From an optimization exercise on the open Yosys and OpenROAD flow, aimed at small area; shortcuts taken in it are not production practice.
At most, simulation tests tie the RTL to the original design; equivalence was not proved.

==> run P <==
==> flow/design.v <==
package mat_pkg;
    localparam int MAX_DIM   = 5;    
    localparam int DIM_W     = 3;
    localparam int ELEM_W    = 8;
    localparam int SCALAR_W  = 4;    
    localparam int NUM_SLOTS = 2;
    typedef logic [0:0] slot_t;
    typedef enum logic [1:0] {
        OP_ADD       = 2'd0,
        OP_TRANSPOSE = 2'd1,
        OP_SCALAR    = 2'd2
    } op_e;
endpackage
package uart_pkg;
    localparam int CLKS_PER_BIT = 8;
    localparam int RES_DEPTH  = 32;    
    localparam int BYTE_DEPTH = 64;
    localparam logic [7:0] ASCII_ZERO  = 8'h30;
    localparam logic [7:0] ASCII_SPACE = 8'h20;
    localparam logic [7:0] ASCII_CR    = 8'h0D;
    localparam logic [7:0] ASCII_LF    = 8'h0A;
endpackage
module mat_calc_top (
    input  logic       clk,
    input  logic       sys_rst_n,
    input  logic       wr_en,
    input  logic       wr_slot,
    input  logic [2:0] wr_row,
    input  logic [2:0] wr_col,
    input  logic [7:0] wr_data,
    input  logic       start,
    input  logic [1:0] op,
    input  logic       slot_a,
    input  logic       slot_b,
    input  logic [2:0] rows,
    input  logic [2:0] cols,
    input  logic [3:0] scalar,
    output logic       busy,
    output logic       done,
    output logic       uart_tx,
    output logic       tx_busy
);
    logic [7:0] mem [2][5][5];
    always_ff @(posedge clk) begin
        if (wr_en) mem[wr_slot][wr_row][wr_col] <= wr_data;
    end
    localparam logic [2:0] S_IDLE = 3'd0, S_RD_A = 3'd1, S_RD_B = 3'd2,
                           S_WAIT = 3'd3, S_EMIT = 3'd4;
    logic [2:0] state;
    logic       is_add, is_trans;
    logic       sa_q, se_q;           
    logic [2:0] orows, ocols;         
    logic [3:0] mul_q;                
    logic [2:0] out_row, out_col;
    logic [7:0] opnd;
    logic       row_end, last_elem;
    logic       rd_slot;
    logic [2:0] rd_row, rd_col;
    logic [7:0] rd_data;
    logic [7:0] result;
    logic       emit;
    assign row_end   = (out_col == ocols - 3'd1);
    assign last_elem = row_end && (out_row == orows - 3'd1);
    assign busy      = (state != S_IDLE);
    assign emit      = (state == S_EMIT);
    assign done      = emit && last_elem;
    assign rd_slot = emit ? se_q : sa_q;
    assign rd_row  = is_trans ? out_col : out_row;
    assign rd_col  = is_trans ? out_row : out_col;
    assign rd_data = mem[rd_slot][rd_row][rd_col];
    assign result  = opnd + rd_data * mul_q;
    always_ff @(posedge clk or negedge sys_rst_n) begin
        if (!sys_rst_n) begin
            state   <= S_IDLE;
            out_row <= '0;
            out_col <= '0;
        end else begin
            case (state)
                S_IDLE: if (start) begin
                    out_row <= '0;
                    out_col <= '0;
                    state   <= S_RD_A;
                end
                S_RD_A: state <= is_add ? S_RD_B : S_WAIT;
                S_RD_B: state <= S_WAIT;
                S_WAIT: state <= S_EMIT;
                S_EMIT: begin
                    if (row_end) begin
                        out_col <= '0;
                        out_row <= out_row + 3'd1;
                    end else begin
                        out_col <= out_col + 3'd1;
                    end
                    state <= last_elem ? S_IDLE : S_RD_A;
                end
                default: state <= S_IDLE;
            endcase
        end
    end
    always_ff @(posedge clk) begin
        if (state == S_IDLE && start) begin
            is_add   <= (op == 2'd0);
            is_trans <= (op == 2'd1);
            sa_q     <= slot_a;
            se_q     <= (op == 2'd0) ? slot_b : slot_a;
            orows    <= (op == 2'd1) ? cols : rows;
            ocols    <= (op == 2'd1) ? rows : cols;
            mul_q    <= (op == 2'd2) ? scalar : 4'd1;
        end
        if (state == S_RD_A) opnd <= rd_data & {8{is_add}};
    end
    localparam logic [2:0] P_NEW = 3'd0, P_T = 3'd1, P_O = 3'd2,
                           P_SP = 3'd3, P_CR = 3'd4, P_LF = 3'd5;
    logic [8:0] ring [32];
    logic [4:0] tp, hp;               
    logic       ring_empty;
    logic [7:0] cur_val;
    logic       cur_re;
    logic       cur_valid;
    logic       fin_re;               
    logic [2:0] step;
    logic       byp1, byp2;
    logic       avail;
    logic       pop;
    logic       pop_free;             
    logic       direct;
    logic       ring_wr;
    logic       load;
    assign ring_empty = (tp == hp + 5'd1);
    assign avail      = (step >= P_SP) || (cur_valid && !byp1 && !byp2);
    assign pop_free   = pop && ((step == P_NEW && cur_val < 8'd10) || step == P_O);
    assign direct     = emit && (!cur_valid || pop_free) && ring_empty;
    assign ring_wr    = emit && !direct;
    assign load       = !cur_valid && !ring_empty && (hp == 5'd0);
    always_ff @(posedge clk) begin
        for (int p = 0; p < 32; p++) begin
            if (ring_wr && tp == 5'(p)) ring[p] <= {row_end, result};
            else                        ring[p] <= ring[(p + 31) % 32];
        end
        if (direct) begin
            cur_val <= result;
            cur_re  <= row_end;
        end else if (load) begin
            cur_val <= ring[0][7:0];
            cur_re  <= ring[0][8];
        end
    end
    always_ff @(posedge clk or negedge sys_rst_n) begin
        if (!sys_rst_n) begin
            tp        <= 5'd1;
            hp        <= 5'd0;
            cur_valid <= 1'b0;
            byp1      <= 1'b0;
            byp2      <= 1'b0;
        end else begin
            tp        <= tp + (ring_wr ? 5'd0 : 5'd1);
            hp        <= hp + (load ? 5'd0 : 5'd1);
            byp1      <= direct;
            byp2      <= byp1;
            if (direct || load) cur_valid <= 1'b1;
            else if (pop_free)  cur_valid <= 1'b0;
        end
    end
    logic [1:0] dig_h;
    logic [6:0] rem100;
    logic [3:0] dig_t, dig_o;
    always_comb begin
        dig_h  = (cur_val >= 8'd200) ? 2'd2 : (cur_val >= 8'd100) ? 2'd1 : 2'd0;
        rem100 = 7'(cur_val - 8'(dig_h) * 8'd100);
        dig_t  = 4'(rem100 / 7'd10);
        dig_o  = 4'(rem100 % 7'd10);
    end
    logic [6:0] tc;
    logic       tx_idle;
    logic [3:0] b_lo;                 
    logic       b_sp;                 
    logic [7:0] b_byte;
    logic [3:0] nx_lo;
    logic       nx_sp;
    assign tx_idle = (tc == 7'd72);
    assign pop     = tx_idle && avail;
    assign tx_busy = pop || !tx_idle;
    assign b_byte  = {2'b00, b_sp || (b_lo < 4'd10), !b_sp && (b_lo < 4'd10), b_lo};
    assign uart_tx = tc[6] ? !tc[5] : b_byte[tc[5:3]];
    always_comb begin
        nx_sp = 1'b0;
        case (step)
            P_NEW:   nx_lo = (cur_val >= 8'd100) ? {2'b00, dig_h} :
                             (cur_val >= 8'd10)  ? dig_t : dig_o;
            P_T:     nx_lo = dig_t;
            P_O:     nx_lo = dig_o;
            P_SP:    begin nx_lo = 4'h0; nx_sp = 1'b1; end
            P_CR:    nx_lo = 4'hD;
            default: nx_lo = 4'hA;
        endcase
    end
    always_ff @(posedge clk) begin
        if (pop) begin
            b_lo <= nx_lo;
            b_sp <= nx_sp;
        end
        if (pop_free) fin_re <= cur_re;
    end
    always_ff @(posedge clk or negedge sys_rst_n) begin
        if (!sys_rst_n) begin
            tc   <= 7'd72;
            step <= P_NEW;
        end else begin
            if (pop)           tc <= 7'd120;
            else if (!tx_idle) tc <= tc + 7'd1;
            if (pop) begin
                case (step)
                    P_NEW:   step <= (cur_val >= 8'd100) ? P_T :
                                     (cur_val >= 8'd10)  ? P_O : P_SP;
                    P_T:     step <= P_O;
                    P_O:     step <= P_SP;
                    P_SP:    step <= fin_re ? P_CR : P_NEW;
                    P_CR:    step <= P_LF;
                    default: step <= P_NEW;
                endcase
            end
        end
    end
endmodule
==> flow/run.sh <==
#!/bin/bash
# synth_recipe.tcl (not shown) runs the flow's synth.tcl, then flattens the netlist and writes it again
# the make line also repeats each setting of config.mk as NAME=value (left out here)
make -C /OpenROAD-flow-scripts/flow DESIGN_CONFIG=/design/flow/config.mk WORK_HOME=/design/flow/orfs CLKGATE_MAP_FILE= SYNTH_SCRIPT=/design/flow/synth_recipe.tcl finish
==> flow/config.mk <==
export PLATFORM = sky130hd
export DESIGN_NAME = mat_calc_top
export DESIGN_NICKNAME = mat_calc_top
export VERILOG_FILES = /design/flow/design.v
export SDC_FILE = /design/flow/constraint.sdc
export NUM_CORES = 4
export LEC_CHECK = 0
export CAP_MARGIN = 20
export CORE_MARGIN = 2
export CORE_UTILIZATION = 40
export SLEW_MARGIN = 20
==> flow/constraint.sdc <==
create_clock -name core_clock -period 10.0 [get_ports {clk}]
set_input_delay 2.0000 -clock core_clock [delete_from_list [all_inputs] [get_ports {clk}]]
set_output_delay 2.0000 -clock core_clock [all_outputs]
set_load 0.01 [all_outputs]
==> run M (differences from run P) <==
--- a/flow/design.v
+++ b/flow/design.v
@@ -59,16 +59,30 @@
     logic [7:0] rd_data;
     logic [7:0] result;
     logic       emit;
+    logic       win;                  
     assign row_end   = (out_col == ocols - 3'd1);
     assign last_elem = row_end && (out_row == orows - 3'd1);
     assign busy      = (state != S_IDLE);
     assign emit      = (state == S_EMIT);
     assign done      = emit && last_elem;
-    assign rd_slot = emit ? se_q : sa_q;
+    assign win       = (state == S_WAIT) || emit || (state == (is_add ? S_RD_B : S_RD_A));
+    assign rd_slot = (state == S_RD_A) ? sa_q : se_q;
     assign rd_row  = is_trans ? out_col : out_row;
     assign rd_col  = is_trans ? out_row : out_col;
-    assign rd_data = mem[rd_slot][rd_row][rd_col];
-    assign result  = opnd + rd_data * mul_q;
+    logic [9:0] rsel;
+    logic [4:0] csel;
+    always_comb begin
+        for (int k = 0; k < 10; k++) rsel[k] = (rd_slot == 1'(k / 5)) && (rd_row == 3'(k % 5));
+        for (int i = 0; i < 5; i++)  csel[i] = (rd_col == 3'(i));
+        rd_data = '0;
+        for (int k = 0; k < 10; k++)
+            for (int i = 0; i < 5; i++)
+                rd_data |= mem[k / 5][k % 5][i] & {8{rsel[k] & csel[i]}};
+    end
+    assign result  = (rd_data & {8{mul_q[0]}})
+                   + (((rd_data << 1) & {8{mul_q[1]}}) | (opnd & {8{is_add}}))
+                   + ((rd_data << 2) & {8{mul_q[2]}})
+                   + ((rd_data << 3) & {8{mul_q[3]}});
     always_ff @(posedge clk or negedge sys_rst_n) begin
         if (!sys_rst_n) begin
             state   <= S_IDLE;
@@ -107,7 +121,7 @@
             ocols    <= (op == 2'd1) ? rows : cols;
             mul_q    <= (op == 2'd2) ? scalar : 4'd1;
         end
-        if (state == S_RD_A) opnd <= rd_data & {8{is_add}};
+        if (state == S_RD_A) opnd <= rd_data;
     end
     localparam logic [2:0] P_NEW = 3'd0, P_T = 3'd1, P_O = 3'd2,
                            P_SP = 3'd3, P_CR = 3'd4, P_LF = 3'd5;
@@ -118,47 +132,56 @@
     logic       cur_re;
     logic       cur_valid;
     logic       fin_re;               
-    logic [2:0] step;
-    logic       byp1, byp2;
+    logic [2:0] step;                 
     logic       avail;
     logic       pop;
-    logic       pop_free;             
-    logic       direct;
+    logic       byte_end;             
+    logic       free;                 
     logic       ring_wr;
+    logic       force30;              
     logic       load;
+    logic       wdone;                
+    logic       dcond;
+    logic       tp_w;                 
     assign ring_empty = (tp == hp + 5'd1);
-    assign avail      = (step >= P_SP) || (cur_valid && !byp1 && !byp2);
-    assign pop_free   = pop && ((step == P_NEW && cur_val < 8'd10) || step == P_O);
-    assign direct     = emit && (!cur_valid || pop_free) && ring_empty;
-    assign ring_wr    = emit && !direct;
+    assign avail      = (step >= P_SP) || cur_valid;
+    assign free       = byte_end && ((step == P_NEW && cur_val < 8'd10) || step == P_O);
+    assign dcond      = (!cur_valid || free) && ring_empty;
+    assign force30    = (state == S_WAIT) && dcond && !wdone;
+    assign tp_w       = (tp % 5'd3 == 5'd0) && (tp != 5'd31);
+    assign ring_wr    = win && !wdone && !dcond && tp_w;
     assign load       = !cur_valid && !ring_empty && (hp == 5'd0);
     always_ff @(posedge clk) begin
         for (int p = 0; p < 32; p++) begin
-            if (ring_wr && tp == 5'(p)) ring[p] <= {row_end, result};
-            else                        ring[p] <= ring[(p + 31) % 32];
-        end
-        if (direct) begin
-            cur_val <= result;
-            cur_re  <= row_end;
-        end else if (load) begin
+            if (p % 3 == 0 && ((ring_wr && tp == 5'(p)) || (p == 30 && force30)))
+                ring[p] <= {row_end, result};
+            else
+                ring[p] <= ring[(p + 31) % 32];
+        end
+        if (load) begin
             cur_val <= ring[0][7:0];
             cur_re  <= ring[0][8];
         end
+        if (free) fin_re <= cur_re;
     end
     always_ff @(posedge clk or negedge sys_rst_n) begin
         if (!sys_rst_n) begin
             tp        <= 5'd1;
             hp        <= 5'd0;
             cur_valid <= 1'b0;
-            byp1      <= 1'b0;
-            byp2      <= 1'b0;
+            wdone     <= 1'b0;
         end else begin
-            tp        <= tp + (ring_wr ? 5'd0 : 5'd1);
-            hp        <= hp + (load ? 5'd0 : 5'd1);
-            byp1      <= direct;
-            byp2      <= byp1;
-            if (direct || load) cur_valid <= 1'b1;
-            else if (pop_free)  cur_valid <= 1'b0;
+            if (emit)                   wdone <= 1'b0;
+            else if (ring_wr || force30) wdone <= 1'b1;
+            if (force30) begin
+                tp <= 5'd30;
+                hp <= 5'd30;
+            end else begin
+                tp <= tp + (ring_wr ? 5'd0 : 5'd1);
+                hp <= hp + (load ? 5'd0 : 5'd1);
+            end
+            if (load)      cur_valid <= 1'b1;
+            else if (free) cur_valid <= 1'b0;
         end
     end
     logic [1:0] dig_h;
@@ -175,32 +198,24 @@
     logic [3:0] b_lo;                 
     logic       b_sp;                 
     logic [7:0] b_byte;
-    logic [3:0] nx_lo;
-    logic       nx_sp;
-    assign tx_idle = (tc == 7'd72);
-    assign pop     = tx_idle && avail;
-    assign tx_busy = pop || !tx_idle;
+    assign tx_idle  = (tc == 7'd72);
+    assign byte_end = (tc == 7'd71);
+    assign pop      = tx_idle && avail;
+    assign tx_busy  = pop || !tx_idle;
+    always_comb begin
+        b_sp = 1'b0;
+        case (step)
+            P_NEW:   b_lo = (cur_val >= 8'd100) ? {2'b00, dig_h} :
+                            (cur_val >= 8'd10)  ? dig_t : dig_o;
+            P_T:     b_lo = dig_t;
+            P_O:     b_lo = dig_o;
+            P_SP:    begin b_lo = 4'h0; b_sp = 1'b1; end
+            P_CR:    b_lo = 4'hD;
+            default: b_lo = 4'hA;
+        endcase
+    end
     assign b_byte  = {2'b00, b_sp || (b_lo < 4'd10), !b_sp && (b_lo < 4'd10), b_lo};
     assign uart_tx = tc[6] ? !tc[5] : b_byte[tc[5:3]];
-    always_comb begin
-        nx_sp = 1'b0;
-        case (step)
-            P_NEW:   nx_lo = (cur_val >= 8'd100) ? {2'b00, dig_h} :
-                             (cur_val >= 8'd10)  ? dig_t : dig_o;
-            P_T:     nx_lo = dig_t;
-            P_O:     nx_lo = dig_o;
-            P_SP:    begin nx_lo = 4'h0; nx_sp = 1'b1; end
-            P_CR:    nx_lo = 4'hD;
-            default: nx_lo = 4'hA;
-        endcase
-    end
-    always_ff @(posedge clk) begin
-        if (pop) begin
-            b_lo <= nx_lo;
-            b_sp <= nx_sp;
-        end
-        if (pop_free) fin_re <= cur_re;
-    end
     always_ff @(posedge clk or negedge sys_rst_n) begin
         if (!sys_rst_n) begin
             tc   <= 7'd72;
@@ -208,7 +223,7 @@
         end else begin
             if (pop)           tc <= 7'd120;
             else if (!tx_idle) tc <= tc + 7'd1;
-            if (pop) begin
+            if (byte_end) begin
                 case (step)
                     P_NEW:   step <= (cur_val >= 8'd100) ? P_T :
                                      (cur_val >= 8'd10)  ? P_O : P_SP;
==> flow/config.mk (replaced) <==
export PLATFORM = sky130hd
export DESIGN_NAME = mat_calc_top
export DESIGN_NICKNAME = mat_calc_top
export VERILOG_FILES = /design/flow/design.v
export SDC_FILE = /design/flow/constraint.sdc
export NUM_CORES = 4
export LEC_CHECK = 0
export ABC_AREA = 1
export CAP_MARGIN = 5
export CORE_MARGIN = 2
export CORE_UTILIZATION = 70
export CTS_BUF_LIST = sky130_fd_sc_hd__clkbuf_4 sky130_fd_sc_hd__clkbuf_8
export CTS_CLUSTER_DIAMETER = 50
export CTS_CLUSTER_SIZE = 16
export PLACE_DENSITY = 0.75
export SLEW_MARGIN = 5
==> run C (differences from run P) <==
--- a/flow/design.v
+++ b/flow/design.v
@@ -59,16 +59,21 @@
     logic [7:0] rd_data;
     logic [7:0] result;
     logic       emit;
+    logic       win;                  
     assign row_end   = (out_col == ocols - 3'd1);
     assign last_elem = row_end && (out_row == orows - 3'd1);
     assign busy      = (state != S_IDLE);
     assign emit      = (state == S_EMIT);
     assign done      = emit && last_elem;
-    assign rd_slot = emit ? se_q : sa_q;
+    assign win       = (state == S_WAIT) || emit || (state == (is_add ? S_RD_B : S_RD_A));
+    assign rd_slot = (state == S_RD_A) ? sa_q : se_q;
     assign rd_row  = is_trans ? out_col : out_row;
     assign rd_col  = is_trans ? out_row : out_col;
     assign rd_data = mem[rd_slot][rd_row][rd_col];
-    assign result  = opnd + rd_data * mul_q;
+    assign result  = (rd_data & {8{mul_q[0]}})
+                   + (((rd_data << 1) & {8{mul_q[1]}}) | (opnd & {8{is_add}}))
+                   + ((rd_data << 2) & {8{mul_q[2]}})
+                   + ((rd_data << 3) & {8{mul_q[3]}});
     always_ff @(posedge clk or negedge sys_rst_n) begin
         if (!sys_rst_n) begin
             state   <= S_IDLE;
@@ -107,7 +112,7 @@
             ocols    <= (op == 2'd1) ? rows : cols;
             mul_q    <= (op == 2'd2) ? scalar : 4'd1;
         end
-        if (state == S_RD_A) opnd <= rd_data & {8{is_add}};
+        if (state == S_RD_A) opnd <= rd_data;
     end
     localparam logic [2:0] P_NEW = 3'd0, P_T = 3'd1, P_O = 3'd2,
                            P_SP = 3'd3, P_CR = 3'd4, P_LF = 3'd5;
@@ -126,15 +131,20 @@
     logic       direct;
     logic       ring_wr;
     logic       load;
+    logic       wdone;                
+    logic       dcond;                
+    logic       tp_w;                 
     assign ring_empty = (tp == hp + 5'd1);
     assign avail      = (step >= P_SP) || (cur_valid && !byp1 && !byp2);
     assign pop_free   = pop && ((step == P_NEW && cur_val < 8'd10) || step == P_O);
-    assign direct     = emit && (!cur_valid || pop_free) && ring_empty;
-    assign ring_wr    = emit && !direct;
+    assign dcond      = (!cur_valid || pop_free) && ring_empty;
+    assign direct     = emit && dcond;
+    assign tp_w       = (tp % 5'd3 == 5'd0) && (tp != 5'd31);
+    assign ring_wr    = win && !wdone && !dcond && tp_w;
     assign load       = !cur_valid && !ring_empty && (hp == 5'd0);
     always_ff @(posedge clk) begin
         for (int p = 0; p < 32; p++) begin
-            if (ring_wr && tp == 5'(p)) ring[p] <= {row_end, result};
+            if (p % 3 == 0 && ring_wr && tp == 5'(p)) ring[p] <= {row_end, result};
             else                        ring[p] <= ring[(p + 31) % 32];
         end
         if (direct) begin
@@ -152,7 +162,10 @@
             cur_valid <= 1'b0;
             byp1      <= 1'b0;
             byp2      <= 1'b0;
+            wdone     <= 1'b0;
         end else begin
+            if (emit)         wdone <= 1'b0;
+            else if (ring_wr) wdone <= 1'b1;
             tp        <= tp + (ring_wr ? 5'd0 : 5'd1);
             hp        <= hp + (load ? 5'd0 : 5'd1);
             byp1      <= direct;
--- a/flow/config.mk
+++ b/flow/config.mk
@@ -7,5 +7,8 @@
 export LEC_CHECK = 0
 export CAP_MARGIN = 20
 export CORE_MARGIN = 2
-export CORE_UTILIZATION = 40
+export CORE_UTILIZATION = 60
+export CTS_BUF_LIST = sky130_fd_sc_hd__clkbuf_4 sky130_fd_sc_hd__clkbuf_8
+export CTS_CLUSTER_DIAMETER = 60
+export CTS_CLUSTER_SIZE = 20
 export SLEW_MARGIN = 20
==> comparison table <==
	run P	run C	run M
Final critical delay including setup and external delays	9.06 ns	8.40 ns	7.88 ns
Cell variety after synth	68	80	57
Portion of the layout cell area used by clock cells	7.42%	3.11%	3.62%
Post-CTS clock slew at the launch and capture registers of the worst setup and hold paths	0.06 ns	0.12 ns	0.10 ns
Average routed wire per standard cell	19.2 um	23.2 um	23.1 um
Die outline height	277 um	221 um	200 um
Outcome	complete, no violations	complete, no violations	complete, no violations
Number of inverters outside the clock class in the layout	53	47	186
Area share of and/or/nand/nor cells after synthesis	7.14%	5.35%	14.1%
Number of nets produced by synthesis	2,183	1,801	2,271
Multi-input combinational cell count	1,168	831	1,225
Top fanout value on the critical path	23	12	5
Final Cell Area	0.0337 mm2	0.0302 mm2	0.0290 mm2
Met3 routing resource usage after global routing	2.87%	3.28%	5.81%
Most common cell after layout, fill and taps aside	sky130_fd_sc_hd__edfxtp_1	sky130_fd_sc_hd__edfxtp_1	sky130_fd_sc_hd__nand2_1
Source of the worst register-to-register timing path	state[1]$_DFFE_PN0P_	state[0]$_DFFE_PN0P_	is_trans$_DFFE_PP_
Worst slew margin relative to its limit	33.5%	32.5%	13.2%
Vias per cell	5.21	5.89	6.07
Actual slew at the worst max-slew pin	0.998 ns	1.01 ns	1.30 ns
CLK BUF	102	55	74
Met2 WL	29,800 um	27,000 um	31,400 um
Function not checked in run C: the RTL went through the layout flow alone.

==> what the ideal ports hide <==
The flow's constraints put no driver on any port. The routed layouts listed below were extracted and timed again, unchanged, in two steps. Step 1 sets driving cells, clkbuf_16 on the clock port and buf_2 on the other inputs (assumed; they add their load-dependent delay and slew). Step 2 also shifts input and output timing later by t, the mid clock arrival at the registers, as if the neighbouring blocks saw the same clock. Slacks: ideal / step 1 / step 2; pairs: ideal / step 1.
run | t, ns | setup WS [ns] | cell pins on the clock port's net
run P | 0.669 | 0.942 / 0.942 / 0.942 | 1
run M | 0.754 | 2.118 / 2.063 / 2.817 | 1
run C | 0.734 | 1.603 / 1.603 / 1.603 | 1
After both steps every run listed still meets setup and hold.
